What follows belongs to an exercise in optimizing a design on an open flow for a short achievable clock period and few clock cycles per item; a production flow would make more cautious choices.
Where RTL was checked, it was by simulation tests only, not by an equivalence proof against the original.
Function not checked in runs 2 and 6: the RTL went through the layout flow alone.
Power is estimated from default activity; no workload was simulated.

$ cat design/flow/design.v
package rv_core_pkg;
	localparam int XLEN       = 32;
	localparam int REG_ADDR_W = 5;
	localparam logic [XLEN-1:0] RESET_PC = 32'h0000_0000;
	localparam logic [6:0] OPC_RTYPE  = 7'b0110011;
	localparam logic [6:0] OPC_ITYPE  = 7'b0010011;
	localparam logic [6:0] OPC_LUI    = 7'b0110111;
	localparam logic [6:0] OPC_LOAD   = 7'b0000011;
	localparam logic [6:0] OPC_STORE  = 7'b0100011;
	localparam logic [6:0] OPC_BRANCH = 7'b1100011;
	localparam logic [6:0] OPC_JAL    = 7'b1101111;
	localparam logic [6:0] OPC_JALR   = 7'b1100111;
	localparam int ALU_OP_W = 3;
	localparam logic [ALU_OP_W-1:0] ALU_ADD = 3'd0;
	localparam logic [ALU_OP_W-1:0] ALU_SUB = 3'd1;
	localparam logic [ALU_OP_W-1:0] ALU_AND = 3'd2;
	localparam logic [ALU_OP_W-1:0] ALU_OR  = 3'd3;
	localparam logic [ALU_OP_W-1:0] ALU_SLT = 3'd4;
	localparam logic [1:0] SRC_A_OLD_PC = 2'd0;
	localparam logic [1:0] SRC_A_RS1    = 2'd1;
	localparam logic [1:0] SRC_A_PC     = 2'd2;
	localparam logic [1:0] SRC_B_RS2  = 2'd0;
	localparam logic [1:0] SRC_B_FOUR = 2'd1;
	localparam logic [1:0] SRC_B_IMM  = 2'd2;
	localparam logic [1:0] WB_RESULT = 2'd0;
	localparam logic [1:0] WB_PC     = 2'd1;
	localparam logic [1:0] WB_MEM    = 2'd2;
	localparam logic [1:0] WB_IMM    = 2'd3;
	localparam int STG_W = 3;
	localparam logic [STG_W-1:0] STG_FETCH     = 3'd0;
	localparam logic [STG_W-1:0] STG_DECODE    = 3'd1;
	localparam logic [STG_W-1:0] STG_EXECUTE   = 3'd2;
	localparam logic [STG_W-1:0] STG_MEM       = 3'd3;
	localparam logic [STG_W-1:0] STG_WRITEBACK = 3'd4;
	typedef union packed {
		struct packed {
			logic [6:0] funct7;
			logic [4:0] rs2;
			logic [4:0] rs1;
			logic [2:0] funct3;
			logic [4:0] rd;
			logic [6:0] opcode;
		} r;
		struct packed {
			logic [11:0] imm;
			logic [4:0]  rs1;
			logic [2:0]  funct3;
			logic [4:0]  rd;
			logic [6:0]  opcode;
		} i;
		struct packed {
			logic [6:0] imm_hi;
			logic [4:0] rs2;
			logic [4:0] rs1;
			logic [2:0] funct3;
			logic [4:0] imm_lo;
			logic [6:0] opcode;
		} s;
		struct packed {
			logic [19:0] imm;
			logic [4:0]  rd;
			logic [6:0]  opcode;
		} u;
	} instr_u;
endpackage
`timescale 1ns/1ps
module ks_carry (
	input  logic [31:0] i_a,
	input  logic [31:0] i_b,
	output logic [31:0] o_c
);
	logic [31:0] g [0:5];
	logic [31:0] t [0:5];
	always_comb begin
		g[0] = i_a & i_b;
		t[0] = i_a | i_b;
		for (int l = 0; l < 5; l++) begin
			for (int i = 0; i < 32; i++) begin
				if (i >= (1 << l)) begin
					g[l+1][i] = g[l][i] | (t[l][i] & g[l][i-(1<<l)]);
					t[l+1][i] = t[l][i] & t[l][i-(1<<l)];
				end else begin
					g[l+1][i] = g[l][i];
					t[l+1][i] = t[l][i];
				end
			end
		end
		o_c[0] = 1'b0;
		o_c[1] = ~(~i_a[0] | ~i_b[0]);
		for (int i = 2; i < 32; i++)
			o_c[i] = g[5][i-1];
	end
endmodule
module ks_add (
	input  logic [31:0] i_a,
	input  logic [31:0] i_b,
	output logic [31:0] o_sum
);
	logic [31:0] c;
	ks_carry u_c (.i_a(i_a), .i_b(i_b), .o_c(c));
	assign o_sum = (i_a ^ c) ^ i_b;
endmodule
module inc4 (
	input  logic [31:0] i_a,
	output logic [31:0] o_sum
);
	logic [31:0] p [0:5];
	logic [31:0] c;
	always_comb begin
		p[0] = i_a;
		for (int l = 0; l < 5; l++)
			for (int i = 0; i < 32; i++)
				p[l+1][i] = (i >= 2 + (1 << l)) ? (p[l][i] & p[l][i-(1<<l)]) : p[l][i];
		c = '0;
		c[2] = 1'b1;
		for (int i = 3; i < 32; i++)
			c[i] = p[5][i-1];
		o_sum = i_a ^ c;
	end
endmodule
`timescale 1ns/1ps
module rv_core_top (
	input  logic                         clk,
	input  logic                         i_rst_n,
	output logic                         o_wb_cyc,
	output logic                         o_wb_stb,
	output logic                         o_wb_we,
	output logic [rv_core_pkg::XLEN-1:0] o_wb_adr,
	output logic [rv_core_pkg::XLEN-1:0] o_wb_dat,
	input  logic [rv_core_pkg::XLEN-1:0] i_wb_dat,
	input  logic                         i_wb_ack
);
	localparam logic [6:0] OPC_RTYPE  = rv_core_pkg::OPC_RTYPE;
	localparam logic [6:0] OPC_ITYPE  = rv_core_pkg::OPC_ITYPE;
	localparam logic [6:0] OPC_LUI    = rv_core_pkg::OPC_LUI;
	localparam logic [6:0] OPC_LOAD   = rv_core_pkg::OPC_LOAD;
	localparam logic [6:0] OPC_STORE  = rv_core_pkg::OPC_STORE;
	localparam logic [6:0] OPC_BRANCH = rv_core_pkg::OPC_BRANCH;
	localparam logic [6:0] OPC_JAL    = rv_core_pkg::OPC_JAL;
	localparam logic [6:0] OPC_JALR   = rv_core_pkg::OPC_JALR;
	logic        stb_q;
	logic        we_q;
	logic        data_q;    
	logic        boot_q;    
	logic [31:0] adr_q;
	logic [31:0] dat_q;
	logic [31:0] rpc_q;     
	logic [4:0]  ld_rd_q;
	logic        ld_q;
	assign o_wb_cyc = stb_q;
	assign o_wb_stb = stb_q;
	assign o_wb_we  = we_q;
	assign o_wb_adr = adr_q;
	assign o_wb_dat = dat_q;
	logic        ack;       
	logic        f_ack;     
	logic        m_ack;     
	logic [31:0] f_ir;
	logic [6:0]  f_opc;
	logic [4:0]  f_rs1, f_rs2, f_rd;
	logic        f_seq, f_sub, f_useimm, f_fa, f_fb;
	logic [31:0] f_imm;
	logic [31:0] adr_p4;
	assign ack    = stb_q & i_wb_ack;
	assign f_ack  = ack & ~data_q;
	assign m_ack  = ack & data_q;
	assign f_ir   = i_wb_dat;
	assign f_opc  = f_ir[6:0];
	assign f_rd   = f_ir[11:7];
	assign f_rs1  = f_ir[19:15];
	assign f_rs2  = f_ir[24:20];
	assign f_seq  = ~(f_opc == OPC_LOAD || f_opc == OPC_STORE || f_opc == OPC_BRANCH ||
		f_opc == OPC_JAL || f_opc == OPC_JALR);
	assign f_sub  = (f_opc == OPC_RTYPE) && (f_ir[14:12] == 3'b010 ||
		(f_ir[14:12] == 3'b000 && f_ir[30]));
	assign f_useimm = (f_opc != OPC_RTYPE);
	assign f_imm  = (f_opc == OPC_STORE) ? {{20{f_ir[31]}}, f_ir[31:25], f_ir[11:7]} :
		(f_opc == OPC_LUI) ? {f_ir[31:12], 12'b0} : {{20{f_ir[31]}}, f_ir[31:20]};
	inc4 u_inc (.i_a(adr_q), .o_sum(adr_p4));
	logic        e_v;
	logic [31:0] e_a, e_b;          
	logic [31:0] e_acy;             
	logic [31:0] e_bop;             
	logic [31:0] e_timm, e_pc, e_pc4;
	logic        e_sumsel;          
	logic        e_sltsel;          
	logic [1:0]  e_fn;              
	logic        e_we;              
	logic [4:0]  e_rd;
	logic        e_jal, e_addr, e_ls, e_st;
	logic        e_redir;           
	logic        w_we;
	logic [4:0]  w_rd;
	logic [31:0] w_res;
	logic [31:0] regs [1:31];
	logic [31:0] f_rv1, f_rv2;
	always_comb begin
		f_rv1 = (f_rs1 == 5'd0) ? 32'd0 : regs[f_rs1];
		f_rv2 = (f_rs2 == 5'd0) ? 32'd0 : regs[f_rs2];
		if (w_we && w_rd == f_rs1)
			f_rv1 = w_res;
		if (w_we && w_rd == f_rs2)
			f_rv2 = w_res;
	end
	assign f_fa = e_we && e_rd == f_rs1;
	assign f_fb = e_we && e_rd == f_rs2;
	logic [31:0] e_cy, e_sum, e_tgt, e_misc, e_res, e_redir_adr;
	logic        e_eq, e_lt;
	ks_carry u_add (
		.i_a (e_acy),
		.i_b (e_bop),
		.o_c (e_cy)
	);
	assign e_sum = (e_a ^ e_cy) ^ e_bop;
	ks_add u_tadd (
		.i_a   (e_pc),
		.i_b   (e_timm),
		.o_sum (e_tgt)
	);
	assign e_eq = (e_a == e_b);
	assign e_lt = (e_a[31] != e_b[31]) ? e_a[31] : e_sum[31];
	always_comb begin
		case (e_fn)
			2'd0:    e_misc = e_a | e_bop;
			2'd1:    e_misc = e_a & e_bop;
			2'd2:    e_misc = e_bop;
			default: e_misc = e_pc4;
		endcase
		if (m_ack)
			e_misc = i_wb_dat;    
		e_res = e_sumsel ? e_sum : e_misc;
		if (e_sltsel)
			e_res = {31'd0, e_lt};
	end
	assign e_redir_adr = e_addr ? e_sum : ((e_eq | e_jal) ? e_tgt : e_pc4);
	always_ff @(posedge clk) begin
		if (w_we)
			regs[w_rd] <= w_res;
	end
	always_ff @(posedge clk) begin
		e_a    <= f_fa ? e_res : f_rv1;
		e_b    <= f_fb ? e_res : f_rv2;
		e_acy  <= (f_fa ? e_res : f_rv1) ^ {32{f_sub}};
		e_bop  <= f_useimm ? f_imm : (f_fb ? e_res : f_rv2);
		e_pc   <= adr_q;
		e_pc4  <= adr_p4;
		e_rd   <= f_rd;
		e_timm <= (f_opc == OPC_JAL) ?
			{{12{f_ir[31]}}, f_ir[19:12], f_ir[20], f_ir[30:21], 1'b0} :
			{{20{f_ir[31]}}, f_ir[7], f_ir[30:25], f_ir[11:8], 1'b0};
		if (f_opc == OPC_RTYPE)
			e_fn <= (f_ir[14:12] == 3'b111) ? 2'd1 : 2'd0;
		else if (f_opc == OPC_LUI)
			e_fn <= 2'd2;
		else
			e_fn <= 2'd3;
		e_jal  <= (f_opc == OPC_JAL);
		e_addr <= (f_opc == OPC_JALR || f_opc == OPC_LOAD || f_opc == OPC_STORE);
		e_ls   <= (f_opc == OPC_LOAD || f_opc == OPC_STORE);
		e_st   <= (f_opc == OPC_STORE);
		w_rd  <= m_ack ? ld_rd_q : e_rd;
		w_res <= e_res;
		if (!i_rst_n) begin
			e_v      <= 1'b0;
			e_we     <= 1'b0;
			e_sumsel <= 1'b0;
			e_sltsel <= 1'b0;
			e_redir  <= 1'b0;
			w_we     <= 1'b0;
		end else begin
			e_v      <= f_ack;
			e_we     <= f_ack && f_rd != 5'd0 && (f_opc == OPC_RTYPE || f_opc == OPC_ITYPE ||
				f_opc == OPC_LUI || f_opc == OPC_JAL || f_opc == OPC_JALR);
			e_sumsel <= f_ack && ((f_opc == OPC_RTYPE && (f_ir[14:12] != 3'b010 &&
				f_ir[14:12] != 3'b110 && f_ir[14:12] != 3'b111)) || f_opc == OPC_ITYPE);
			e_sltsel <= f_ack && (f_opc == OPC_RTYPE) && (f_ir[14:12] == 3'b010);
			e_redir  <= f_ack && (f_opc == OPC_BRANCH || f_opc == OPC_JAL || f_opc == OPC_JALR ||
				f_opc == OPC_LOAD || f_opc == OPC_STORE);
			w_we     <= m_ack ? (ld_q && ld_rd_q != 5'd0) : e_we;
		end
	end
	logic [31:0] ack_adr;
	assign ack_adr = data_q ? rpc_q : adr_p4;
	always_ff @(posedge clk) begin
		if (!i_rst_n) begin
			stb_q  <= 1'b0;
			we_q   <= 1'b0;
			data_q <= 1'b0;
			boot_q <= 1'b1;
			adr_q  <= rv_core_pkg::RESET_PC;
		end else begin
			boot_q <= 1'b0;
			if (ack)
				adr_q <= ack_adr;
			else if (!stb_q && e_redir)
				adr_q <= e_redir_adr;
			if (ack) begin
				stb_q  <= data_q | f_seq;
				we_q   <= 1'b0;
				data_q <= 1'b0;
			end else if (!stb_q && (e_redir || boot_q)) begin
				stb_q  <= 1'b1;
				we_q   <= e_redir && e_st;
				data_q <= e_redir && e_ls;
			end
		end
		if (e_redir && e_ls) begin
			dat_q   <= e_b;
			rpc_q   <= e_pc4;
			ld_rd_q <= e_rd;
			ld_q    <= ~e_st;
		end
	end
endmodule
$ cat design/flow/run.sh
#!/bin/bash
# synth_recipe.tcl (not shown) runs the flow's synth.tcl, then flattens the netlist and writes it again
# the make line also repeats each setting of config.mk as NAME=value (left out here)
make -C /OpenROAD-flow-scripts/flow DESIGN_CONFIG=/design/flow/config.mk WORK_HOME=/design/flow/orfs CLKGATE_MAP_FILE= SYNTH_SCRIPT=/design/flow/synth_recipe.tcl finish
$ cat design/flow/config.mk
export PLATFORM = sky130hd
export DESIGN_NAME = rv_core_top
export DESIGN_NICKNAME = rv_core_top
export VERILOG_FILES = /design/flow/design.v
export SDC_FILE = /design/flow/constraint.sdc
export NUM_CORES = 4
export LEC_CHECK = 0
export ABC_CLOCK_PERIOD_IN_PS = 2500
export CAP_MARGIN = 20
export CORE_MARGIN = 2
export CORE_UTILIZATION = 60
export PLACE_DENSITY = 0.75
export SETUP_SLACK_MARGIN = 5
export SLEW_MARGIN = 20
export TNS_END_PERCENT = 100
$ cat design/flow/constraint.sdc
create_clock -name core_clock -period 8.0 [get_ports {clk}]
set_input_delay 1.6000 -clock core_clock [delete_from_list [all_inputs] [get_ports {clk}]]
set_output_delay 1.6000 -clock core_clock [all_outputs]
set_load 0.01 [all_outputs]
==> impl_results.md, run 1 <==
- Outcome: finished clean
- HP Class: register to register
- Combinational power share: 12.9%
- Post-synthesis cell count: 4317
- Clock share of power: 39.9%
- Slew Limit Fails: 0
- CP peak stage delay: 560 ps
- Largest net degree at the start of global routing: 65
- Fin crit share: 43.2%
- Relative slew slack: 19.3%
- Cell Pwr Density: 211 mW/mm2
- CTS Sinks: 1360
- Drt first pass iters: 10
- Initial Util: 60.4%
- Avg WL per Cell: 39.9 um
- CTS Root Cell: clkbuf_16
- Core footprint: 0.107 mm2
- CP Cell Sequence: buf_16 -> buf_16 -> buf_12 -> buf_16 -> mux4_2 -> mux4_2 -> mux2i_4 -> nor2_2 -> a21oi_2 -> a21oi_2 -> a21o_1
- P_sw: 4.31 mW
- H-tree level count: 4
- Synth cell types: 85
- Clock Pin Slew Worst Setup and Hold Paths: 60 ps
- Antenna Nets Post-Route: 0
- Yosys top cell area share: 49.5%
- CP most frequent cell: buf_16
- Predominant post-synthesis flop cell: edfxtp_1
- Core Rows: 120
- Ports: 102
- CTS buffer count: 139
- Worst EP arrival: 4150 ps
- Family with the most delay on the worst path: multiplexers
- P_int: 12.5 mW
- Ys async rst share: 0%
- Crit path time final: 3460 ps
- Synthesis Warnings: 6
- Final-stage net count: 4708
- Worst path slowest cell: mux4_2
- Top post-synthesis cells by area: edfxtp_1 (49%), mux4_2 (19%), dfxtp_1 (9.3%)
- Post-Synth Simple-Gate Area: 5.83%
- Post-Synth XOR/XNOR Area: 2.96%
- Syn_nets: 4357
- Final Power: 16.8 mW
- Placer Congestion: 0.956
- Number of synthesized flops with an enable pin: 1062
- CTS tree: done
- DRC: 0
- Peak supply drop: 223 uV
- Share of cells above drive strength 1: 37.1%
- Clk_skew: 48.6 ps
- Post-synthesis adder-cell area fraction: 0.489%
- Total GRT Usage: 42.9%
- Skew-Pair Late Insertion Delay: 810 ps
- Data required, critical path: 8690 ps
- I/O Buffers: 101
- Synth area leader: edfxtp_1
- Syn avg cell area: 14.9 um2
- Synth Area in Compound Gates: 7.50%
- Share of synthesized area spent on multiplexers: 22.1%
- Largest family of logic cells by synthesized area: multiplexers
- WS Path Type: primary input to register
- Fin Setup TNS: 0 ps
- # hold bufs at CTS: 0
- Sw frac: 25.7%
- RSZ-0062 raised after global routing: yes
- Buffers and inverters on the worst path: 4
- Max clock buf depth: 3
- Die width: 332 um
- Worst-Margin Slew: 1210 ps
- Die area: 0.110 mm2
- Mapped Area: 0.0644 mm2
- Layout fillers: 5836
- Placed cell area: 0.0670 mm2
- Initial antenna violation count: 7
- Kind of end point of the critical path: register
- Area grow syn2layout: 23.6%
- Fin. Hold Viols: 0
- Die height: 332 um
- Via count: 48300
- First-pass GRT wire length: 335000 um
- Drt total wl: 247000 um
- Seq pwr share: 47.3%
- Initial DRC Count: 9157
- Via/cell ratio: 7.81
- Setup violators final: 0
- Footprint of the multi-input gates: 0.0277 mm2
- Vias in the first global route: 46400
- FF+latch area: 0.0381 mm2
- Post-synthesis sequential area ratio: 58.7%
- Register bit total from synthesis: 1360
- Final HPWL DP: 113000 um
- Leak pwr: 27.9 nW
- Crit start category: primary input
- Total global routing overflow: 0
- Crit-path max FO: 8
- Final non-filler cell area: 0.0797 mm2
- Achievable frequency: 0.289 GHz
- Maxcap violations: 0
power by group through the flow:
stage          combinational (mW)  clock [mW]  sequential [mW]
3_5_place_dp                 1.45           0             8.08
4_1_cts                      1.94        6.54             7.92
5_1_grt                      2.21        6.89             7.95
2_1_floorplan                1.10           0             7.97
6_report                     2.16        6.69             7.94
3_3_place_gp                 1.44           0             8.07
stage by stage:
step	instances	hold slack, ps	worst slack [ps]	utilization [%]
floorplan	4317	351	4280	-
global placement	5576	387	2800	62.7
detailed placement	5577	386	2770	62.7
CTS	6088	381	4620	73.0
global route	6180	383	4390	74.6
finish	6181	387	4540	74.6
worst paths after layout:
kind | cells after the start | end | start | slack, ps
setup / recovery | 11 | e_bop[5] | i_wb_dat[20] | 4540
hold / removal | 0 | e_pc4[1] | adr_q[1] | 390
setup reg to reg | 16 | adr_q[29] | e_pc4[1] | 4600
hold reg to reg | 0 | e_pc4[1] | adr_q[1] | 390
logic make-up after synthesis:
logic type                 Yosys count
buffers and inverters              375
DFF                               1360
xor gates and xnor gates           218
and+or+nand+nor                    850
muxes                              754
adders and majority gates           29
AOI/OAI and AO/OA                  731
per-layer routing:
metal,wire length [um],global-route usage (%)
met2,109000,64.5
met5,232,0.261
met1,75800,53.0
met4,23300,30.7
met3,38700,13.4
placed cells by master (no fill, tap or decap), types with 92 or more instances in the layout:
cell / n
edfxtp_1: 1062
xnor2_1: 117
buf_4: 220
mux2i_1: 142
nor2_1: 367
mux4_2: 535
dfxtp_1: 209
clkbuf_16: 159
buf_16: 92
nand2_1: 161
a21oi_1: 159
cell type report:
class / count / share of cell area (%)
Multi-Input combinational cell: 2591 / 34.8
Tap cell: 1403 / 2.20
Inverter: 38 / 0.182
Antenna cell: 1 / 0.00314
Timing Repair Buffer: 538 / 9.32
Clock inverter: 60 / 0.620
Sequential cell: 1360 / 47.8
Clock buffer: 190 / 5.08
synthesized netlist by cell type, types with 19 or more instances:
| cell type | instances |
|---|---|
| a211oi_1 | 77 |
| a21o_1 | 27 |
| a21oi_1 | 249 |
| a221o_1 | 20 |
| a221oi_1 | 46 |
| a22oi_1 | 19 |
| a31oi_1 | 34 |
| and3_1 | 23 |
| buf_1 | 65 |
| buf_2 | 54 |
| clkbuf_1 | 210 |
| dfxtp_1 | 298 |
| edfxtp_1 | 1062 |
| inv_1 | 37 |
| maj3_1 | 20 |
| mux2i_1 | 205 |
| mux4_2 | 535 |
| nand2_1 | 166 |
| nand2b_1 | 21 |
| nand3_1 | 35 |
| nor2_1 | 442 |
| nor2b_1 | 45 |
| nor3_1 | 27 |
| o211ai_1 | 32 |
| o21a_1 | 19 |
| o21ai_0 | 75 |
| o22ai_1 | 23 |
| xnor2_1 | 134 |
| xor2_1 | 84 |
registers in the layout (all words and copies together) (netlist names), 2 cells and up:
name	flops
e_pc4	32
w_res	32
dat_q	32
e_acy	31
regs	992
e_b	32
ld_rd_q	5
e_pc	30
e_timm	20
e_fn	2
e_bop	32
adr_q	32
e_a	32
w_rd	5
rpc_q	32
e_rd	5
worst reg2reg max path: cells and delay by family (launching register included):
family,cells,cell delay (ps)
mux,1,260
compound gates,5,1200
fa+ha+maj,3,720
buf+inv,5,590
flops,1,350
simple gates,2,150
what timing repair did:
item | 4_1_cts | 5_1_grt
setup endpoints to repair | 313 | 245
buffers inserted | 177 | 83
resized for setup | 842 | 223
pin swaps | 104 | 124
gates cloned | 84 | 8
Testbench counts, summed over its fixed seeds: cycles 37,013, instrs 15,860.
==> run 2, diff against run 1 <==
--- a/design/flow/design.v
+++ b/design/flow/design.v
@@ -119,6 +119,19 @@
 	end
 endmodule
 `timescale 1ns/1ps
+module rf_read (
+	input  logic [31*32-1:0] i_regs,    
+	input  logic [4:0]       i_idx,
+	output logic [31:0]      o_data
+);
+	always_comb begin
+		o_data = '0;
+		for (int r = 1; r < 32; r++)
+			if (i_idx == 5'(r))
+				o_data = i_regs[(r-1)*32 +: 32];
+	end
+endmodule
+`timescale 1ns/1ps
 module rv_core_top (
 	input  logic                         clk,
 	input  logic                         i_rst_n,
@@ -193,15 +206,15 @@
 	logic [4:0]  w_rd;
 	logic [31:0] w_res;
 	logic [31:0] regs [1:31];
-	logic [31:0] f_rv1, f_rv2;
-	always_comb begin
-		f_rv1 = (f_rs1 == 5'd0) ? 32'd0 : regs[f_rs1];
-		f_rv2 = (f_rs2 == 5'd0) ? 32'd0 : regs[f_rs2];
-		if (w_we && w_rd == f_rs1)
-			f_rv1 = w_res;
-		if (w_we && w_rd == f_rs2)
-			f_rv2 = w_res;
-	end
+	logic [31*32-1:0] regs_flat;
+	logic [31:0]      f_rd1, f_rd2, f_rv1, f_rv2;
+	always_comb
+		for (int r = 1; r < 32; r++)
+			regs_flat[(r-1)*32 +: 32] = regs[r];
+	rf_read u_rd1 (.i_regs(regs_flat), .i_idx(f_rs1), .o_data(f_rd1));
+	rf_read u_rd2 (.i_regs(regs_flat), .i_idx(f_rs2), .o_data(f_rd2));
+	assign f_rv1 = (w_we && w_rd == f_rs1) ? w_res : f_rd1;
+	assign f_rv2 = (w_we && w_rd == f_rs2) ? w_res : f_rd2;
 	assign f_fa = e_we && e_rd == f_rs1;
 	assign f_fb = e_we && e_rd == f_rs2;
 	logic [31:0] e_cy, e_sum, e_tgt, e_misc, e_res, e_redir_adr;
--- a/design/flow/config.mk
+++ b/design/flow/config.mk
@@ -12,4 +12,6 @@
 export PLACE_DENSITY = 0.75
 export SETUP_SLACK_MARGIN = 5
 export SLEW_MARGIN = 20
+export SYNTH_HIERARCHICAL = 1
+export SYNTH_MINIMUM_KEEP_SIZE = 1000
 export TNS_END_PERCENT = 100
==> impl_results.md, run 2 <==
- Cell with the most instances after synthesis: edfxtp_1 (unchanged)
- Core Rows: 123 (was 120)
- I/O Buffers: 101 (unchanged)
- Final HPWL DP: 189000 um (was 113000 um)
- Initial Util: 60.3% (was 60.4%)
- Post-synthesis sequential area ratio: 55.8% (was 58.7%)
- Top post-synthesis cells by area: edfxtp_1 (47%), dfxtp_1 (8.8%), mux2i_1 (4.1%) (was edfxtp_1 (49%), mux4_2 (19%), dfxtp_1 (9.3%))
- Yosys top cell area share: 47.0% (was 49.5%)
- Mapped Area: 0.0678 mm2 (was 0.0644 mm2)
- Tool Error: [ERROR GRT-0232] Routing congestion too high. Check the congestion heatmap in the GUI.
- Syn avg cell area: 11.1 um2 (was 14.9 um2)
- Die height: 340 um (was 332 um)
- Halt Stage: 5_1_grt
- Outcome: aborted with a tool error (was finished clean)
- CTS Sinks: 1360 (unchanged)
- Synth cell types: 115 (was 85)
- Largest net degree at the start of global routing: 72
- Register bit total from synthesis: 1360 (unchanged)
- Syn_nets: 6167 (was 4357)
- Total global routing overflow: 25
- Synth area leader: edfxtp_1 (unchanged)
- CTS buffer count: 146 (was 139)
- Die width: 340 um (was 332 um)
- Post-synth top cells: edfxtp_1 (1062), o21ai_0 (494), nand2_1 (466), a21oi_1 (465), nor2_1 (442) (was edfxtp_1 (1062), mux4_2 (535), nor2_1 (442), dfxtp_1 (298), a21oi_1 (249))
- H-tree level count: 4 (unchanged)
- Ports: 102 (unchanged)
- Number of synthesized flops with an enable pin: 1062 (unchanged)
- CTS Root Cell: clkbuf_16 (unchanged)
- Ys async rst share: 0% (unchanged)
- Total GRT Usage: 70.6%
- Placer Congestion: 1.10 (was 0.956)
- Post-synthesis cell count: 6127 (was 4317)
- Predominant post-synthesis flop cell: edfxtp_1 (unchanged)
- Max clock buf depth: 3 (unchanged)
- Synthesis Warnings: 13 (was 6)
- Dpl ws: 2150 ps (was 2770 ps)
==> run 2: worst min-delay path by stage <==
stage	end	slack [ps]	depth (start not counted)
after floorplan	e_pc4[0]	350	0
after detailed placement	e_pc4[0]	380	0
after global placement	e_pc4[0]	380	0
after CTS	e_pc4[0]	390	0
==> run 2: kinds of logic after synthesis <==
| kind of cell | Yosys count | share of synthesized area, % |
|---|---|---|
| buffers and inverters | 547 | 3.69 |
| flip-flops | 1360 | 55.8 |
| XOR/XNOR | 218 | 2.83 |
| AO/OA/AOI/OAI | 2112 | 20.4 |
| multiplexers | 416 | 6.76 |
| AND/OR/NAND/NOR | 1449 | 10.1 |
| adder cells (fa/ha/maj) | 25 | 0.410 |
==> run 2: per-module statistics from Yosys (local to each module, per instance) <==
module | flip-flops and latches | cells
rf_read | 0 | 1519
rv_core_top | 1360 | 3089
==> run 2: what timing repair did <==
action	CTS
setup endpoints to repair	250
gates resized for setup	1638
gates cloned	85
hold buffers	0
buffers inserted	516
pin swaps	421
==> run 2: per-layer routing <==
metal	track usage (%)	GRT overflow
met1	76.6	1
met2	81.7	0
met3	61.1	16
met4	54.3	6
met5	42.7	2
==> run 2: power by group through the flow <==
stage / clock, mW / combinational, mW / sequential [mW]
global placement: 0 / 1.98 / 8.11
CTS: 6.82 / 2.92 / 7.95
floorplan: 0 / 1.26 / 7.97
detailed placement: 0 / 1.99 / 8.11
==> run 2: per-stage QoR <==
step                instance area [um2]  std cells
global placement                  70900       7444
CTS                               88700       8317
detailed placement                70900       7444
floorplan                         69400       6127
==> run 3, diff against run 2 <==
--- a/design/flow/design.v
+++ b/design/flow/design.v
@@ -63,74 +63,6 @@
 		} u;
 	} instr_u;
 endpackage
-`timescale 1ns/1ps
-module ks_carry (
-	input  logic [31:0] i_a,
-	input  logic [31:0] i_b,
-	output logic [31:0] o_c
-);
-	logic [31:0] g [0:5];
-	logic [31:0] t [0:5];
-	always_comb begin
-		g[0] = i_a & i_b;
-		t[0] = i_a | i_b;
-		for (int l = 0; l < 5; l++) begin
-			for (int i = 0; i < 32; i++) begin
-				if (i >= (1 << l)) begin
-					g[l+1][i] = g[l][i] | (t[l][i] & g[l][i-(1<<l)]);
-					t[l+1][i] = t[l][i] & t[l][i-(1<<l)];
-				end else begin
-					g[l+1][i] = g[l][i];
-					t[l+1][i] = t[l][i];
-				end
-			end
-		end
-		o_c[0] = 1'b0;
-		o_c[1] = ~(~i_a[0] | ~i_b[0]);
-		for (int i = 2; i < 32; i++)
-			o_c[i] = g[5][i-1];
-	end
-endmodule
-module ks_add (
-	input  logic [31:0] i_a,
-	input  logic [31:0] i_b,
-	output logic [31:0] o_sum
-);
-	logic [31:0] c;
-	ks_carry u_c (.i_a(i_a), .i_b(i_b), .o_c(c));
-	assign o_sum = (i_a ^ c) ^ i_b;
-endmodule
-module inc4 (
-	input  logic [31:0] i_a,
-	output logic [31:0] o_sum
-);
-	logic [31:0] p [0:5];
-	logic [31:0] c;
-	always_comb begin
-		p[0] = i_a;
-		for (int l = 0; l < 5; l++)
-			for (int i = 0; i < 32; i++)
-				p[l+1][i] = (i >= 2 + (1 << l)) ? (p[l][i] & p[l][i-(1<<l)]) : p[l][i];
-		c = '0;
-		c[2] = 1'b1;
-		for (int i = 3; i < 32; i++)
-			c[i] = p[5][i-1];
-		o_sum = i_a ^ c;
-	end
-endmodule
-`timescale 1ns/1ps
-module rf_read (
-	input  logic [31*32-1:0] i_regs,    
-	input  logic [4:0]       i_idx,
-	output logic [31:0]      o_data
-);
-	always_comb begin
-		o_data = '0;
-		for (int r = 1; r < 32; r++)
-			if (i_idx == 5'(r))
-				o_data = i_regs[(r-1)*32 +: 32];
-	end
-endmodule
 `timescale 1ns/1ps
 module rv_core_top (
 	input  logic                         clk,
@@ -189,10 +121,11 @@
 	assign f_useimm = (f_opc != OPC_RTYPE);
 	assign f_imm  = (f_opc == OPC_STORE) ? {{20{f_ir[31]}}, f_ir[31:25], f_ir[11:7]} :
 		(f_opc == OPC_LUI) ? {f_ir[31:12], 12'b0} : {{20{f_ir[31]}}, f_ir[31:20]};
-	inc4 u_inc (.i_a(adr_q), .o_sum(adr_p4));
+	assign adr_p4 = adr_q + 32'd4;
 	logic        e_v;
 	logic [31:0] e_a, e_b;          
 	logic [31:0] e_acy;             
+	logic        e_sub;             
 	logic [31:0] e_bop;             
 	logic [31:0] e_timm, e_pc, e_pc4;
 	logic        e_sumsel;          
@@ -206,30 +139,21 @@
 	logic [4:0]  w_rd;
 	logic [31:0] w_res;
 	logic [31:0] regs [1:31];
-	logic [31*32-1:0] regs_flat;
-	logic [31:0]      f_rd1, f_rd2, f_rv1, f_rv2;
-	always_comb
-		for (int r = 1; r < 32; r++)
-			regs_flat[(r-1)*32 +: 32] = regs[r];
-	rf_read u_rd1 (.i_regs(regs_flat), .i_idx(f_rs1), .o_data(f_rd1));
-	rf_read u_rd2 (.i_regs(regs_flat), .i_idx(f_rs2), .o_data(f_rd2));
-	assign f_rv1 = (w_we && w_rd == f_rs1) ? w_res : f_rd1;
-	assign f_rv2 = (w_we && w_rd == f_rs2) ? w_res : f_rd2;
+	logic [31:0] f_rv1, f_rv2;
+	always_comb begin
+		f_rv1 = (f_rs1 == 5'd0) ? 32'd0 : regs[f_rs1];
+		f_rv2 = (f_rs2 == 5'd0) ? 32'd0 : regs[f_rs2];
+		if (w_we && w_rd == f_rs1)
+			f_rv1 = w_res;
+		if (w_we && w_rd == f_rs2)
+			f_rv2 = w_res;
+	end
 	assign f_fa = e_we && e_rd == f_rs1;
 	assign f_fb = e_we && e_rd == f_rs2;
-	logic [31:0] e_cy, e_sum, e_tgt, e_misc, e_res, e_redir_adr;
+	logic [31:0] e_sum, e_tgt, e_misc, e_res, e_redir_adr;
 	logic        e_eq, e_lt;
-	ks_carry u_add (
-		.i_a (e_acy),
-		.i_b (e_bop),
-		.o_c (e_cy)
-	);
-	assign e_sum = (e_a ^ e_cy) ^ e_bop;
-	ks_add u_tadd (
-		.i_a   (e_pc),
-		.i_b   (e_timm),
-		.o_sum (e_tgt)
-	);
+	assign e_sum = (e_acy + e_bop) ^ {32{e_sub}};
+	assign e_tgt = e_pc + e_timm;
 	assign e_eq = (e_a == e_b);
 	assign e_lt = (e_a[31] != e_b[31]) ? e_a[31] : e_sum[31];
 	always_comb begin
@@ -254,6 +178,7 @@
 		e_a    <= f_fa ? e_res : f_rv1;
 		e_b    <= f_fb ? e_res : f_rv2;
 		e_acy  <= (f_fa ? e_res : f_rv1) ^ {32{f_sub}};
+		e_sub  <= f_sub;
 		e_bop  <= f_useimm ? f_imm : (f_fb ? e_res : f_rv2);
 		e_pc   <= adr_q;
 		e_pc4  <= adr_p4;
==> design/flow/flow/run.sh (new file) <==
#!/bin/bash
# The standard layout, with real buffers (not delay cells) on the ports.
set -euo pipefail
bash standard.sh "BUFFER_PORTS_ARGS=-buffer_cell sky130_fd_sc_hd__buf_4" finish > standard_make.log 2>&1
==> design/flow/standard.sh (new file) <==
#!/bin/bash
# synth_recipe.tcl (not shown) runs the flow's synth.tcl, then flattens the netlist and writes it again
# the make line also repeats each setting of config.mk as NAME=value (left out here)
make -C /OpenROAD-flow-scripts/flow DESIGN_CONFIG=/design/flow/config.mk WORK_HOME=/design/flow/orfs CLKGATE_MAP_FILE= SYNTH_SCRIPT=/design/flow/synth_recipe.tcl "${@:-finish}"
--- a/design/flow/config.mk
+++ b/design/flow/config.mk
@@ -8,10 +8,8 @@
 export ABC_CLOCK_PERIOD_IN_PS = 2500
 export CAP_MARGIN = 20
 export CORE_MARGIN = 2
-export CORE_UTILIZATION = 60
-export PLACE_DENSITY = 0.75
+export CORE_UTILIZATION = 45
+export PLACE_DENSITY = 0.6
 export SETUP_SLACK_MARGIN = 5
 export SLEW_MARGIN = 20
-export SYNTH_HIERARCHICAL = 1
-export SYNTH_MINIMUM_KEEP_SIZE = 1000
 export TNS_END_PERCENT = 100
removed: design/flow/run.sh
==> impl_results.md, run 3 <==
- CTS tree: done
- Fin. Hold Viols: 0
- Via count: 44600
- CTS Root Cell: clkbuf_16 (unchanged)
- Cell Count Post-Placement: 6099 (was 7444)
- Syn_nets: 4407 (was 6167)
- Largest Register: regs
- HP Class: register to register
- Synth cell types: 74 (was 115)
- Antenna Nets Post-Route: 0
- Crit-path max FO: 6
- Family with the most delay on the worst path: multiplexers
- CTS Sinks: 1362 (was 1360)
- Commonest non-fill, non-tap cell in the layout: edfxtp_1
- Die width: 383 um (was 340 um)
- Max FFs per register: 992
- Number of synthesized flops with an enable pin: 1062 (unchanged)
- Setup violators final: 0
- Maxcap violations: 0
- Outcome: finished clean (was aborted with a tool error)
- Final-stage net count: 4741
- Core footprint: 0.143 mm2
- Buffers and inverters on the worst path: 2
- CP Cell Sequence: buf_16 -> buf_4 -> mux4_2 -> mux4_2 -> mux2i_4 -> o21ai_2 -> mux2_2 -> a221o_1
- Initial DRC Count: 5901
- Util after Layout: 55.2%
- Ports: 102 (unchanged)
- Worst EP arrival: 3960 ps
- Drt first pass iters: 6
- DRC: 0
- Data required, critical path: 8670 ps
- RSZ-0062 raised after global routing: yes
- Drt total wl: 236000 um
- Core Rows: 139 (was 123)
- CP most frequent cell: mux4_2
- Fin crit share: 41.1%
- Top post-synthesis cells by area: edfxtp_1 (49%), mux4_2 (17%), dfxtp_1 (9.3%) (was edfxtp_1 (47%), dfxtp_1 (8.8%), mux2i_1 (4.1%))
- H-tree level count: 4 (unchanged)
- Syn avg cell area: 15.0 um2 (was 11.1 um2)
- Slew Limit Fails: 0
- Initial Util: 45.2% (was 60.3%)
- Post-synth top cells: edfxtp_1 (1062), mux4_2 (484), dfxtp_1 (300), nor2_1 (247), a21oi_1 (225) (was edfxtp_1 (1062), o21ai_0 (494), nand2_1 (466), a21oi_1 (465), nor2_1 (442))
- Cell with the most instances after synthesis: edfxtp_1 (unchanged)
- Achievable frequency: 0.304 GHz
- Kind of end point of the critical path: register
- Clk_skew: 36.2 ps
- Vias in the first global route: 42600
- First-pass GRT wire length: 321000 um
- Area grow syn2layout: 22.2%
- Initial antenna violation count: 7
- Placer Congestion: 0.910 (was 1.10)
- Synthesis Warnings: 1 (was 13)
- Register bit total from synthesis: 1362 (was 1360)
- Synth area leader: edfxtp_1 (unchanged)
- Total global routing overflow: 0
- Final HPWL DP: 128000 um (was 189000 um)
- Clock Pin Slew Worst Setup and Hold Paths: 60 ps
- Leak pwr: 27.5 nW
- Total GRT Usage: 31.0%
- WS Path Type: primary input to register
- Worst path slowest cell: mux4_2
- Layout fillers: 11100
- Most frequent cells in the layout: edfxtp_1 (1062), mux4_2 (484), buf_4 (301)
- Predominant post-synthesis flop cell: edfxtp_1 (unchanged)
- Post-synthesis cell count: 4308 (was 6127)
- Final Power: 16.4 mW
- Crit path time final: 3290 ps
- Die height: 383 um (was 340 um)
- FF+latch area: 0.0380 mm2
- Yosys top cell area share: 49.3% (was 47.0%)
- Post-synthesis sequential area ratio: 58.6% (was 55.8%)
- CTS buffer count: 143 (was 146)
- Layout Cells excl Fill: 6666
- Ys async rst share: 0% (unchanged)
- Die area: 0.147 mm2
- Largest net degree at the start of global routing: 65
- Via/cell ratio: 6.69
- Relative slew slack: 21.7%
- Cell Pwr Density: 208 mW/mm2
- Mapped Area: 0.0647 mm2 (was 0.0678 mm2)
- Worst-Margin Slew: 1170 ps
- Footprint of the multi-input gates: 0.0274 mm2
- Skew-Pair Late Insertion Delay: 800 ps
- Fin Setup TNS: 0 ps
- Max clock buf depth: 3 (unchanged)
- Peak supply drop: 269 uV
- CP peak stage delay: 510 ps
- Share of cells above drive strength 1: 33.7%
- Avg WL per Cell: 35.4 um
- I/O Buffers: 101 (unchanged)
- Crit start category: primary input
-- run 3: cell count changes after synthesis, sizes merged, moves of 58 or more --
cell,delta
nor2b,-65
a22oi,-93
buf,-120
o22ai,-146
o21ai,-397
mux2i,-58
ha,+58
mux4,+463
a31oi,-72
nor2,-204
a21oi,-246
nor3,-67
mux2,-79
nand2,-283
-- run 3: through the flow --
step / area, um2 / hold WS [ps] / setup WS, ps
2_1_floorplan: 65600 / 345 / 4160
3_3_place_gp: 67700 / 391 / 2640
3_5_place_dp: 67700 / 385 / 2600
4_1_cts: 76900 / 387 / 4760
5_1_grt: 79100 / 399 / 4700
6_report: 79100 / 397 / 4710
-- run 3: repair_timing --
item                       CTS  global route
gates cloned                59            19
buffers inserted           129            93
pin swaps                   65            78
setup endpoints to repair  462           133
hold buffers                 0             0
gates resized for setup    446           194
-- run 3: worst reg2reg max path: cells and delay by family, from the launching register on --
kind / cells / cell delay [ps]
AOI/OAI and AO/OA: 7 / 1210
adders and majority gates: 2 / 500
buffers and inverters: 4 / 490
DFF: 1 / 360
and+or+nand+nor: 2 / 470
-- run 3: layer usage --
metal,GRT usage [%],routed length [um],vias to the layer above
met2,49.3,110000,2869
met1,40.8,87400,23000
li1,-,-,18100
met5,0,41,-
met4,13.2,12100,6
met3,7.20,25800,587
-- run 3: path summary, 6_finish.rpt --
path	slack (ps)	depth (start not counted)	to	startpoint
worst min register to register	400	0	e_pc[30]	adr_q[30]
worst max register to register	4860	15	e_bop[30]	e_bop[0]
worst max-delay path	4710	8	e_bop[15]	i_wb_dat[20]
worst min-delay path	400	0	e_pc[30]	adr_q[30]
-- run 3: area by class of cell --
cell class,instances,share of cell area [%]
diodes,5,0.0158
clock buffers,192,5.05
flip-flops and latches,1362,48.1
clock inverters,69,0.693
multi-input cells,2593,34.7
well taps,1903,3.01
inverters,49,0.253
repair inverters,1,0.0111
repair buffers,492,8.22
-- run 3: cells by family after synthesis --
family | after synthesis | share of synthesized area [%]
buffers and inverters | 363 | 2.53
muxes | 742 | 20.9
xor gates and xnor gates | 188 | 2.54
DFF | 1362 | 58.6
and+or+nand+nor | 702 | 4.96
AOI/OAI and AO/OA | 886 | 9.23
adders and majority gates | 65 | 1.28
-- run 3: power breakdown --
group / switching (mW) / leakage (nW) / internal (mW)
registers: 0.163 / 12.1 / 7.70
clock network: 2.82 / 2.23 / 3.73
logic: 1.10 / 13.2 / 0.910
Testbench counts of run 3, summed over its fixed seeds: cycles 37,013, instrs 15,860.
==> run 4, diff against run 3 <==
==> design/flow/run.sh (new file) <==
#!/bin/bash
# synth_recipe.tcl (not shown) runs the flow's synth.tcl, then flattens the netlist and writes it again
# the make line also repeats each setting of config.mk as NAME=value (left out here)
make -C /OpenROAD-flow-scripts/flow DESIGN_CONFIG=/design/flow/config.mk WORK_HOME=/design/flow/orfs CLKGATE_MAP_FILE= SYNTH_SCRIPT=/design/flow/synth_recipe.tcl finish
--- a/design/flow/config.mk
+++ b/design/flow/config.mk
@@ -9,7 +9,8 @@
 export CAP_MARGIN = 20
 export CORE_MARGIN = 2
 export CORE_UTILIZATION = 45
-export PLACE_DENSITY = 0.6
+export GPL_ROUTABILITY_DRIVEN = 0
+export PLACE_DENSITY = 0.7
 export SETUP_SLACK_MARGIN = 5
 export SLEW_MARGIN = 20
 export TNS_END_PERCENT = 100
removed: design/flow/flow/run.sh
removed: design/flow/standard.sh
==> impl_results.md, run 4 <==
- HP Class: register to register (unchanged)
- Worst R2R Setup Slack: 4780 ps (was 4860 ps)
- Met3 Wirelength: 32500 um (was 25800 um)
- Skew-Pair Late Insertion Delay: 800 ps (about the same)
- Core Rows: 139 (unchanged)
- Cell Pwr Density: 209 mW/mm2 (was 208 mW/mm2)
- Area grow syn2layout: 24.0% (was 22.2%)
- Clk_skew: 33.6 ps (was 36.2 ps)
- Achievable frequency: 0.291 GHz (was 0.304 GHz)
- Crit-path max FO: 7 (was 6)
- Peak supply drop: 210 uV (was 269 uV)
- Avg WL per Cell: 34.7 um (was 35.4 um)
- Via/cell ratio: 6.94 (was 6.69)
- RSZ-0062 raised after global routing: yes (unchanged)
- Final Power: 16.7 mW (was 16.4 mW)
- WS Path Type: primary input to register (unchanged)
- Clock Pin Slew Worst Setup and Hold Paths: 60 ps (about the same)
- Initial DRC Count: 7795 (was 5901)
- Cell with the most instances after synthesis: edfxtp_1 (unchanged)
- CTS buffer count: 144 (was 143)
- Syn avg cell area: 15.0 um2 (unchanged)
- Total global routing overflow: 0 (unchanged)
- H-tree level count: 4 (unchanged)
- Die height: 383 um (unchanged)
- CTS Root Cell: clkbuf_16 (unchanged)
- First-pass GRT wire length: 324000 um (was 321000 um)
- Met2 WL: 104000 um (was 110000 um)
- Antenna Nets Post-Route: 0 (unchanged)
- Post-synth top cells: edfxtp_1 (1062), mux4_2 (484), dfxtp_1 (300), nor2_1 (247), a21oi_1 (225) (unchanged)
- Worst path slowest cell: mux4_2 (unchanged)
- Syn_nets: 4407 (unchanged)
- Total GRT Usage: 30.8% (was 31.0%)
- Number of synthesized flops with an enable pin: 1062 (unchanged)
- Synth area leader: edfxtp_1 (unchanged)
- Initial Util: 45.2% (unchanged)
- Most frequent cells in the layout: edfxtp_1 (1062), mux4_2 (484), dfxtp_1 (237) (was edfxtp_1 (1062), mux4_2 (484), buf_4 (301))
- Kind of end point of the critical path: register (unchanged)
- Commonest non-fill, non-tap cell in the layout: edfxtp_1 (unchanged)
- DRC: 0 (unchanged)
- Max FFs per register: 992 (unchanged)
- Top post-synthesis cells by area: edfxtp_1 (49%), mux4_2 (17%), dfxtp_1 (9.3%) (unchanged)
- Synthesis Warnings: 1 (unchanged)
- Setup violators final: 0 (unchanged)
- Post-synthesis sequential area ratio: 58.6% (unchanged)
- Post-synthesis cell count: 4308 (unchanged)
- Max clock buf depth: 3 (unchanged)
- Family with the most delay on the worst path: multiplexers (unchanged)
- Util after Layout: 56.1% (was 55.2%)
- Fin. Hold Viols: 0 (unchanged)
- Worst-Margin Slew: 1250 ps (was 1170 ps)
- Initial antenna violation count: 2 (was 7)
- Drt total wl: 233000 um (was 236000 um)
- CTS Sinks: 1362 (unchanged)
- FF-to-FF path depth: 14 (was 15)
- Largest Register: regs (unchanged)
- Ports: 102 (unchanged)
- CP peak stage delay: 510 ps (about the same)
- Mapped Area: 0.0647 mm2 (unchanged)
- Final-stage net count: 4784 (was 4741)
- Worst EP arrival: 4110 ps (was 3960 ps)
- Data required, critical path: 8680 ps (was 8670 ps)
- Yosys top cell area share: 49.3% (unchanged)
- Fin Setup TNS: 0 ps (unchanged)
- Die width: 383 um (unchanged)
- Final HPWL DP: 123000 um (was 128000 um)
- # hold bufs at CTS: 0 (unchanged)
- Share of cells above drive strength 1: 35.3% (was 33.7%)
- Vias in the first global route: 44800 (was 42600)
- Crit path time final: 3430 ps (was 3290 ps)
- Maxcap violations: 0 (unchanged)
- Outcome: finished clean (unchanged)
- Critical path depth: 9 (was 8)
- Fin crit share: 42.9% (was 41.1%)
- Via count: 46500 (was 44600)
- Ys async rst share: 0% (unchanged)
- Synth cell types: 74 (unchanged)
- Slew Limit Fails: 0 (unchanged)
- Largest net degree at the start of global routing: 64 (was 65)
- Drt first pass iters: 7 (was 6)
- CP Cell Sequence: buf_16 -> buf_16 -> buf_6 -> mux4_2 -> mux4_2 -> mux2_4 -> a221oi_4 -> a41oi_2 -> a221o_1 (was buf_16 -> buf_4 -> mux4_2 -> mux4_2 -> mux2i_4 -> o21ai_2 -> mux2_2 -> a221o_1)
- Leak pwr: 27.9 nW (was 27.5 nW)
- CTS tree: done (unchanged)
- I/O Buffers: 101 (unchanged)
- Hold path cells: 0 (unchanged)
- Core footprint: 0.143 mm2 (unchanged)
- Predominant post-synthesis flop cell: edfxtp_1 (unchanged)
- Top routing layer in use: met5 (unchanged)
- Die area: 0.147 mm2 (unchanged)
- Register bit total from synthesis: 1362 (unchanged)
- Relative slew slack: 16.7% (was 21.7%)
- Post-Route M1 WL: 79600 um (was 87400 um)
- Buffers and inverters on the worst path: 3 (was 2)
- Crit start category: primary input (unchanged)
run 4: kinds of logic (layout without fill, tap and decap cells):
| family | Yosys count | after routing | synth area share, % |
|---|---|---|---|
| DFF | 1362 | 1362 | 58.6 |
| AOI/OAI and AO/OA | 886 | 886 | 9.23 |
| and+or+nand+nor | 702 | 710 | 4.96 |
| xor gates and xnor gates | 188 | 188 | 2.54 |
| other | 0 | 1 | 0 |
| adders and majority gates | 65 | 65 | 1.28 |
| muxes | 742 | 742 | 20.9 |
| buffers and inverters | 363 | 849 | 2.53 |
run 4: what timing repair did:
| action | CTS | global route |
|---|---|---|
| setup endpoints to repair | 555 | 163 |
| cloned | 71 | 8 |
| buffers inserted | 175 | 88 |
| pin swaps | 95 | 117 |
| resized for setup | 805 | 225 |
| hold endpoints to repair | 0 | 0 |
run 4: path summary, 6_finish.rpt:
| kind | end | from |
|---|---|---|
| max | e_bop[21] | i_wb_dat[20] |
| min | e_pc4[1] | adr_q[1] |
| min reg2reg | e_pc4[1] | adr_q[1] |
| max reg2reg | e_bop[26] | e_bop[0] |
run 4: power breakdown:
group	internal, mW	switching, mW
Clock	3.87	2.93
Combinational	0.952	1.14
Sequential	7.69	0.156
run 4: metrics by stage:
stage / cell area (um2) / std cells / setup WS, ps / hold WS, ps
floorplan: 65600 / 4308 / 4160 / 345
global placement: 67900 / 6100 / 2920 / 393
detailed placement: 67900 / 6100 / 2900 / 391
CTS: 78300 / 6609 / 4640 / 380
global route: 80300 / 6705 / 4560 / 382
finish: 80300 / 6706 / 4570 / 382
run 4: cell type report:
type                       instances  area, um2
timing repair inverter             1       5.00
tap                             1903       2380
sequential                      1362      38100
antenna                            1       2.50
inverter                          49        200
multi-input combinational       2591      27800
fill                           10600      62900
timing repair buffer             536       7110
clock buffer                     179       3890
clock inverter                    84        833
run 4: per-layer routing:
metal / global-route usage (%) / vias up
met5: 0 / -
met1: 39.8 / 23200
met3: 7.85 / 967
met2: 47.3 / 4139
li1: - / 18200
met4: 17.2 / 4
run 4: worst register-to-register path, stage by stage (launching register included):
cell and delay, ps:
dfxtp_4 380, ha_4 150, inv_2 40, fa_2 370, nand3b_1 220, a21oi_2 210
and3_4 270, o31ai_4 90, buf_12 140, o211ai_1 190, buf_4 200, mux2i_2 100
o21ai_1 360, a21oi_2 110, a221o_1 300
==> run 5, diff against run 4 <==
--- a/design/flow/config.mk
+++ b/design/flow/config.mk
@@ -9,8 +9,7 @@
 export CAP_MARGIN = 20
 export CORE_MARGIN = 2
 export CORE_UTILIZATION = 45
-export GPL_ROUTABILITY_DRIVEN = 0
-export PLACE_DENSITY = 0.7
+export PLACE_DENSITY = 0.6
 export SETUP_SLACK_MARGIN = 5
 export SLEW_MARGIN = 20
 export TNS_END_PERCENT = 100
==> impl_results.md, run 5 <==
- Largest net degree at the start of global routing: 66 (was 64)
- Clock share of power: 40.8% (was 40.6%)
- Synth area leader: edfxtp_1 (unchanged)
- # hold bufs at CTS: 0 (unchanged)
- Die height: 383 um (unchanged)
- Max clock buf depth: 3 (unchanged)
- Max FFs per register: 992 (unchanged)
- Placed cell area: 0.0680 mm2 (was 0.0679 mm2)
- Core Rows: 139 (unchanged)
- Syn_nets: 4407 (unchanged)
- Relative slew slack: 23.9% (was 16.7%)
- Critical path depth: 10 (was 9)
- I/O Buffers: 101 (unchanged)
- Maxcap violations: 0 (unchanged)
- Post-synth top cells: edfxtp_1 (1062), mux4_2 (484), dfxtp_1 (300), nor2_1 (247), a21oi_1 (225) (unchanged)
- Cell with the most instances after synthesis: edfxtp_1 (unchanged)
- CTS tree: done (unchanged)
- Synthesis Warnings: 1 (unchanged)
- Clk_skew: 24.2 ps (was 33.6 ps)
- Cell Pwr Density: 210 mW/mm2 (was 209 mW/mm2)
- Initial antenna violation count: 5 (was 2)
- Worst-Margin Slew: 1140 ps (was 1250 ps)
- Commonest non-fill, non-tap cell in the layout: edfxtp_1 (unchanged)
- CP Cell Sequence: buf_16 -> buf_6 -> buf_12 -> buf_16 -> mux4_2 -> mux4_2 -> mux2i_4 -> o211ai_1 -> o21a_1 -> a221o_1 (was buf_16 -> buf_16 -> buf_6 -> mux4_2 -> mux4_2 -> mux2_4 -> a221oi_4 -> a41oi_2 -> a221o_1)
- DRC: 0 (unchanged)
- Final HPWL DP: 129000 um (was 123000 um)
- Skew-Pair Late Insertion Delay: 810 ps (was 800 ps)
- Crit-path max FO: 9 (was 7)
- Antenna Nets Post-Route: 0 (unchanged)
- Total GRT Usage: 32.1% (was 30.8%)
- Final Power: 16.7 mW (about the same)
- First-pass GRT wire length: 332000 um (was 324000 um)
- Initial Util: 45.2% (unchanged)
- Critical path origin: i_wb_dat[20] (unchanged)
- Post-synthesis sequential area ratio: 58.6% (unchanged)
- Register bit total from synthesis: 1362 (unchanged)
- Mapped Area: 0.0647 mm2 (unchanged)
- Die width: 383 um (unchanged)
- Layout Cells excl Fill: 6712 (was 6706)
- Predominant post-synthesis flop cell: edfxtp_1 (unchanged)
- WS Path Type: primary input to register (unchanged)
- Slew Limit Fails: 0 (unchanged)
- CP peak stage delay: 540 ps (was 510 ps)
- Die area: 0.147 mm2 (unchanged)
- Worst path slowest cell: mux4_2 (unchanged)
- Leak pwr: 28.0 nW (was 27.9 nW)
- Core footprint: 0.143 mm2 (unchanged)
- H-tree level count: 4 (unchanged)
- CTS Sinks: 1362 (unchanged)
- Seq pwr share: 46.9% (about the same)
- Placer Congestion: 0.928
- Post-synthesis cell count: 4308 (unchanged)
- Setup crit end: e_bop[14] (was e_bop[21])
- FF-to-FF End: e_bop[28] (was e_bop[26])
- Area grow syn2layout: 23.3% (was 24.0%)
- Achievable frequency: 0.302 GHz (was 0.291 GHz)
- Most frequent cells in the layout: edfxtp_1 (1062), mux4_2 (484), buf_4 (249) (was edfxtp_1 (1062), mux4_2 (484), dfxtp_1 (237))
- FF-to-FF path depth: 15 (was 14)
- Total global routing overflow: 0 (unchanged)
- HP Class: register to register (unchanged)
- RR Startpoint: e_bop[0] (unchanged)
- Family with the most delay on the worst path: multiplexers (unchanged)
- Top post-synthesis cells by area: edfxtp_1 (49%), mux4_2 (17%), dfxtp_1 (9.3%) (unchanged)
- P_int: 12.5 mW (about the same)
- Final-stage net count: 4788 (was 4784)
- Ports: 102 (unchanged)
- Crit path time final: 3320 ps (was 3430 ps)
- RSZ-0062 raised after global routing: yes (unchanged)
- Crit start category: primary input (unchanged)
- Sw frac: 25.3% (about the same)
- Final non-filler cell area: 0.0798 mm2 (was 0.0803 mm2)
- Drt total wl: 240000 um (was 233000 um)
- Yosys top cell area share: 49.3% (unchanged)
- Clock Pin Slew Worst Setup and Hold Paths: 70 ps (was 60 ps)
- Fin crit share: 41.5% (was 42.9%)
- Buffers and inverters on the worst path: 4 (was 3)
- Via count: 45000 (was 46500)
- Largest Register: regs (unchanged)
- CTS Root Cell: clkbuf_16 (unchanged)
- Share of cells above drive strength 1: 34.3% (was 35.3%)
- Combinational power share: 12.2% (was 12.5%)
- Outcome: finished clean (unchanged)
- Fin Setup TNS: 0 ps (unchanged)
- Worst R2R Setup Slack: 4780 ps (about the same)
- Peak supply drop: 249 uV (was 210 uV)
- Vias in the first global route: 43400 (was 44800)
- Ys async rst share: 0% (unchanged)
- CTS buffer count: 145 (was 144)
- Worst EP arrival: 4020 ps (was 4110 ps)
- Cell Count Post-Placement: 6113 (was 6100)
- Number of synthesized flops with an enable pin: 1062 (unchanged)
- Syn avg cell area: 15.0 um2 (unchanged)
- Avg WL per Cell: 35.8 um (was 34.7 um)
- Util after Layout: 55.7% (was 56.1%)
- Via/cell ratio: 6.70 (was 6.94)
- P_sw: 4.23 mW (about the same)
- Synth cell types: 74 (unchanged)
- Fin. Hold Viols: 0 (unchanged)
- Initial DRC Count: 6624 (was 7795)
- Drt first pass iters: 6 (was 7)
- Kind of end point of the critical path: register (unchanged)
- Setup violators final: 0 (unchanged)
- Data required, critical path: 8700 ps (was 8680 ps)
## run 5: cell types whose count changed in the layout (fill, tap and decap cells not counted), sizes merged, moves of 2 or more
cell           previous run  this run
buf                     464       481
inv                      59        62
bufbuf                   17        20
dlymetal6s2s              1         5
and3                     31        28
clkinvlp                  9         4
dlygate4sd2               5         3
clkdlybuf4s15            22         5
clkinv                   54        60
## run 5: per-stage QoR
| step | setup slack, ps | hold slack [ps] |
|---|---|---|
| floorplan | 4160 | 345 |
| global placement | 2780 | 388 |
| detailed placement | 2750 | 395 |
| CTS | 4730 | 401 |
| global route | 4670 | 407 |
| finish | 4680 | 403 |
## run 5: worst register-to-register path, stage by stage (launching register included)
cell and delay, ps:
dfxtp_2 360, ha_4 150, inv_2 30, fa_2 350, nand3b_1 210, a21oi_2 190, and3_4 250, o31ai_4 70
buf_12 140, o211ai_1 170, buf_4 170, mux2i_4 250, a211oi_2 90, buf_4 190, a2bb2oi_1 170, a221o_1 290
## run 5: worst min-delay path by stage
stage              start  cells after the start        to
6_report       adr_q[15]                      0  e_pc[15]
3_5_place_dp    adr_q[0]                      0  e_pc4[0]
5_1_grt        adr_q[30]                      0  e_pc[30]
4_1_cts        adr_q[30]                      0  e_pc[30]
3_3_place_gp    adr_q[0]                      0  e_pc4[0]
2_1_floorplan   adr_q[1]                      0  e_pc4[1]
## run 5: area by class of cell
cell class,instances,area [um2]
clock buffers,178,3890
repair inverters,2,16.3
diodes,2,5.00
well taps,1903,2380
clock inverters,87,815
repair buffers,542,6970
multi-input cells,2587,27400
flip-flops and latches,1362,38100
fillers,11000,63400
inverters,49,204
## run 5: power groups by stage
stage               clock network, mW  logic [mW]  registers [mW]
finish                           6.82        2.05            7.85
global route                     7.13        2.12            7.85
CTS                              6.86        1.88            7.84
detailed placement                  0        1.51            8.00
global placement                    0        1.51            8.00
floorplan                           0        1.09            7.93
## run 5: routing by layer
layer	track usage, %	vias to the layer above	share of wire (%)
met4	17.0	6	6.2
met1	41.9	23100	37
met2	50.7	2978	47
met3	6.50	669	10
met5	0	-	0.017
li1	-	18200	-
## run 5: what timing repair did
| item | CTS | global route |
|---|---|---|
| gates resized for setup | 775 | 185 |
| cloned | 70 | 12 |
| pin swaps | 85 | 95 |
| buffers inserted | 176 | 73 |
| endpoints found under the setup margin | 440 | 143 |
## run 5: cell families after synthesis
| kind of cell | count (synthesis) | synth area share (%) |
|---|---|---|
| AOI/OAI and AO/OA | 886 | 9.23 |
| xor gates and xnor gates | 188 | 2.54 |
| adders and majority gates | 65 | 1.28 |
| buffers and inverters | 363 | 2.53 |
| DFF | 1362 | 58.6 |
| muxes | 742 | 20.9 |
| and+or+nand+nor | 702 | 4.96 |
==> run 6, diff against run 5 <==
--- a/design/flow/design.v
+++ b/design/flow/design.v
@@ -126,6 +126,8 @@
 	logic [31:0] e_a, e_b;          
 	logic [31:0] e_acy;             
 	logic        e_sub;             
+	logic [31:0] e_imm;             
+	logic        e_useimm;
 	logic [31:0] e_bop;             
 	logic [31:0] e_timm, e_pc, e_pc4;
 	logic        e_sumsel;          
@@ -152,7 +154,11 @@
 	assign f_fb = e_we && e_rd == f_rs2;
 	logic [31:0] e_sum, e_tgt, e_misc, e_res, e_redir_adr;
 	logic        e_eq, e_lt;
-	assign e_sum = (e_acy + e_bop) ^ {32{e_sub}};
+	logic [31:0] e_sumi, e_sumr;
+	assign e_bop  = e_useimm ? e_imm : e_b;
+	assign e_sumi = e_acy + e_imm;
+	assign e_sumr = (e_acy + e_b) ^ {32{e_sub}};
+	assign e_sum  = e_useimm ? e_sumi : e_sumr;
 	assign e_tgt = e_pc + e_timm;
 	assign e_eq = (e_a == e_b);
 	assign e_lt = (e_a[31] != e_b[31]) ? e_a[31] : e_sum[31];
@@ -179,7 +185,8 @@
 		e_b    <= f_fb ? e_res : f_rv2;
 		e_acy  <= (f_fa ? e_res : f_rv1) ^ {32{f_sub}};
 		e_sub  <= f_sub;
-		e_bop  <= f_useimm ? f_imm : (f_fb ? e_res : f_rv2);
+		e_imm    <= f_imm;
+		e_useimm <= f_useimm;
 		e_pc   <= adr_q;
 		e_pc4  <= adr_p4;
 		e_rd   <= f_rd;
==> impl_results.md, run 6 <==
- Largest net degree at the start of global routing: 61 (was 66)
- Syn_nets: 4774 (was 4407)
- Outcome: finished clean (unchanged)
- Worst EP arrival: 4150 ps (was 4020 ps)
- Kind of end point of the critical path: register (unchanged)
- Largest Register: regs (unchanged)
- Worst-Margin Slew: 1230 ps (was 1140 ps)
- Fin crit share: 43.4% (was 41.5%)
- Max clock buf depth: 3 (unchanged)
- WS Path Type: register to register (was primary input to register)
- Achievable frequency: 0.288 GHz (was 0.302 GHz)
- Vias in the first global route: 45800 (was 43400)
- Cell Pwr Density: 216 mW/mm2 (was 210 mW/mm2)
- Initial Util: 45.3% (was 45.2%)
- CTS tree: done (unchanged)
- Synthesis Warnings: 1 (unchanged)
- RSZ-0062 raised after global routing: yes (unchanged)
- Share of cells above drive strength 1: 36.1% (was 34.3%)
- Crit path time final: 3470 ps (was 3320 ps)
- Met3 Wirelength: 32200 um (was 24800 um)
- H-tree level count: 4 (unchanged)
- Leak pwr: 29.5 nW (was 28.0 nW)
- Top post-synthesis cells by area: edfxtp_1 (48%), mux4_2 (17%), dfxtp_1 (9.0%) (was edfxtp_1 (49%), mux4_2 (17%), dfxtp_1 (9.3%))
- Maxcap violations: 0 (unchanged)
- Max FFs per register: 992 (unchanged)
- Ys async rst share: 0% (unchanged)
- Die height: 389 um (was 383 um)
- Mapped Area: 0.0668 mm2 (was 0.0647 mm2)
- FF-to-FF path depth: 12 (was 15)
- Setup violators final: 0 (unchanged)
- Predominant post-synthesis flop cell: edfxtp_1 (unchanged)
- Synth area leader: edfxtp_1 (unchanged)
- Post-synth top cells: edfxtp_1 (1062), mux4_2 (497), nor2_1 (346), a21oi_1 (334), dfxtp_1 (299) (was edfxtp_1 (1062), mux4_2 (484), dfxtp_1 (300), nor2_1 (247), a21oi_1 (225))
- Clock Pin Slew Worst Setup and Hold Paths: 60 ps (was 70 ps)
- Relative slew slack: 18.2% (was 23.9%)
- Core footprint: 0.147 mm2 (was 0.143 mm2)
- Hold path cells: 0 (unchanged)
- Skew-Pair Late Insertion Delay: 810 ps (about the same)
- Area grow syn2layout: 24.3% (was 23.3%)
- Via count: 47900 (was 45000)
- Peak supply drop: 235 uV (was 249 uV)
- Drt first pass iters: 5 (was 6)
- Fin Setup TNS: 0 ps (unchanged)
- Final-stage net count: 5166 (was 4788)
- DRC: 0 (unchanged)
- Yosys top cell area share: 47.8% (was 49.3%)
- Synth cell types: 94 (was 74)
- Met2 WL: 117000 um (was 112000 um)
- Slew Limit Fails: 0 (unchanged)
- Die width: 389 um (was 383 um)
- Via/cell ratio: 6.77 (was 6.70)
- Post-Route M1 WL: 96300 um (was 88400 um)
- Core Rows: 141 (was 139)
- Commonest non-fill, non-tap cell in the layout: edfxtp_1 (unchanged)
- Register bit total from synthesis: 1361 (was 1362)
- Post-synthesis sequential area ratio: 56.7% (was 58.6%)
- CTS buffer count: 147 (was 145)
- Avg WL per Cell: 37.1 um (was 35.8 um)
- CTS Root Cell: clkbuf_16 (unchanged)
- Fin. Hold Viols: 0 (unchanged)
- Total GRT Usage: 33.5% (was 32.1%)
- Util after Layout: 56.3% (was 55.7%)
- Clk_skew: 40.6 ps (was 24.2 ps)
- Initial antenna violation count: 11 (was 5)
- Post-synthesis cell count: 4643 (was 4308)
- Final HPWL DP: 144000 um (was 129000 um)
- Crit start category: register (was primary input)
- Placer Congestion: 0.986 (was 0.928)
- I/O Buffers: 101 (unchanged)
- Die area: 0.151 mm2 (was 0.147 mm2)
- Syn avg cell area: 14.4 um2 (was 15.0 um2)
- Most frequent cells in the layout: edfxtp_1 (1062), mux4_2 (497), a21oi_1 (273) (was edfxtp_1 (1062), mux4_2 (484), buf_4 (249))
- CTS Sinks: 1361 (was 1362)
- Crit-path max FO: 5 (was 9)
- Drt total wl: 263000 um (was 240000 um)
- Data required, critical path: 8670 ps (was 8700 ps)
- Initial DRC Count: 7505 (was 6624)
- Top routing layer in use: met5 (unchanged)
- Total global routing overflow: 0 (unchanged)
- HP Class: register to register (unchanged)
- First-pass GRT wire length: 356000 um (was 332000 um)
- Ports: 102 (unchanged)
- Cell with the most instances after synthesis: edfxtp_1 (unchanged)
- Number of synthesized flops with an enable pin: 1062 (unchanged)
- Antenna Nets Post-Route: 0 (unchanged)
[run 6: cell count changes after synthesis, moves of 24 or more]
cell,previous run,this run
a21oi_1,225,334
a211oi_1,83,56
a221oi_1,46,22
a22oi_1,35,8
nand2_1,185,269
maj3_1,1,31
nand3_1,91,49
ha_1,62,93
nor2_1,247,346
xnor2_1,110,153
nor3_1,23,47
o211ai_1,64,32
[run 6: worst max-delay path, stage by stage (launching register included)]
cell and delay [ps]:
dfxtp_1 410, ha_2 360, a21o_1 190, nor2b_2 150, nand4b_1 240, a211o_1 420
a211oi_4 410, o21ai_2 150, mux2i_2 160, buf_4 160, a32o_2 350, a2bb2oi_2 170
xnor2_1 150
[run 6: repair_timing]
action / in CTS / in global routing
hold buffers: 0 / 0
buffers inserted: 167 / 125
setup endpoints to repair: 611 / 321
gates resized for setup: 950 / 242
pin swaps: 130 / 141
cloned: 57 / 22
[run 6: through the flow]
stage / worst slack (ps) / instances / hold slack, ps / area, um2 / total power, mW
floorplan: 4310 / 4643 / 351 / 67500 / 9.52
global placement: 2720 / 6445 / 391 / 69900 / 10.3
detailed placement: 2650 / 6445 / 395 / 70000 / 10.3
CTS: 4610 / 6936 / 406 / 80300 / 17.6
global route: 4550 / 7083 / 410 / 83000 / 18.4
finish: 4530 / 7086 / 405 / 83000 / 17.9
[run 6: routing by layer]
metal  global-route usage, %  vias to the layer above
li1                        -                    19300
met1                    44.4                    24500
met2                    51.4                     3363
met3                    8.30                      780
met4                    17.3                        6
met5                       0                        -
[run 6: power by group]
part | internal [mW] | total, mW | switching, mW
clock | 3.85 | 6.79 | 2.95
sequential | 7.75 | 8.04 | 0.291
combinational | 1.41 | 3.10 | 1.68
total | 13.0 | 17.9 | 4.92
[run 6: worst paths after layout]
kind	slack (ps)	start	to
worst min-delay path	400	adr_q[26]	e_pc[26]
worst max register to register	4530	e_acy[7]	e_acy[28]
worst min register to register	400	adr_q[26]	e_pc[26]
worst max-delay path	4530	e_acy[7]	e_acy[28]
[run 6: cells by family after synthesis]
group / Yosys count / share of synthesized area [%]
buffers and inverters: 376 / 2.45
flip-flops: 1361 / 56.7
AO/OA/AOI/OAI: 885 / 8.52
AND/OR/NAND/NOR: 893 / 5.98
adder cells (fa/ha/maj): 127 / 2.30
multiplexers: 790 / 21.2
XOR/XNOR: 211 / 2.78
[run 6: cell type report]
| class | instances | area (um2) |
|---|---|---|
| clock inverter | 69 | 622 |
| inverter | 44 | 185 |
| timing repair buffer | 568 | 7130 |
| timing repair inverter | 1 | 8.76 |
| fill | 11600 | 64500 |
| antenna | 3 | 7.51 |
| multi-input combinational | 2912 | 30400 |
| tap | 1930 | 2410 |
| sequential | 1361 | 38200 |
| clock buffer | 198 | 4110 |

## what the ideal ports hide
No port has a modelled driver above. Below, the same layouts with a new extraction and two added sets of constraints.
Step 1 sets driving cells, clkbuf_16 on the clock port and buf_2 on the other inputs (assumed; they add their load-dependent delay and slew).
Step 2 times the ports against the registers' clock, not the clock port: input delays grow and output delays shrink by t, the midpoint of the rising clock arrivals with the driver on.
Slacks: ideal ports / drivers / drivers and shift; pairs: ideal ports / drivers.
run | t (ns) | slack for setup (ns)
run 1 | 0.859 | 4.543 / 4.010 / 3.151
run 3 | 0.857 | 4.709 / 4.248 / 3.391
run 4 | 0.869 | 4.565 / 4.369 / 3.500
run 5 | 0.877 | 4.683 / 4.120 / 3.243
run 6 | 0.872 | 4.527 / 4.327 / 3.455
After both steps setup and hold are still met in every run listed.
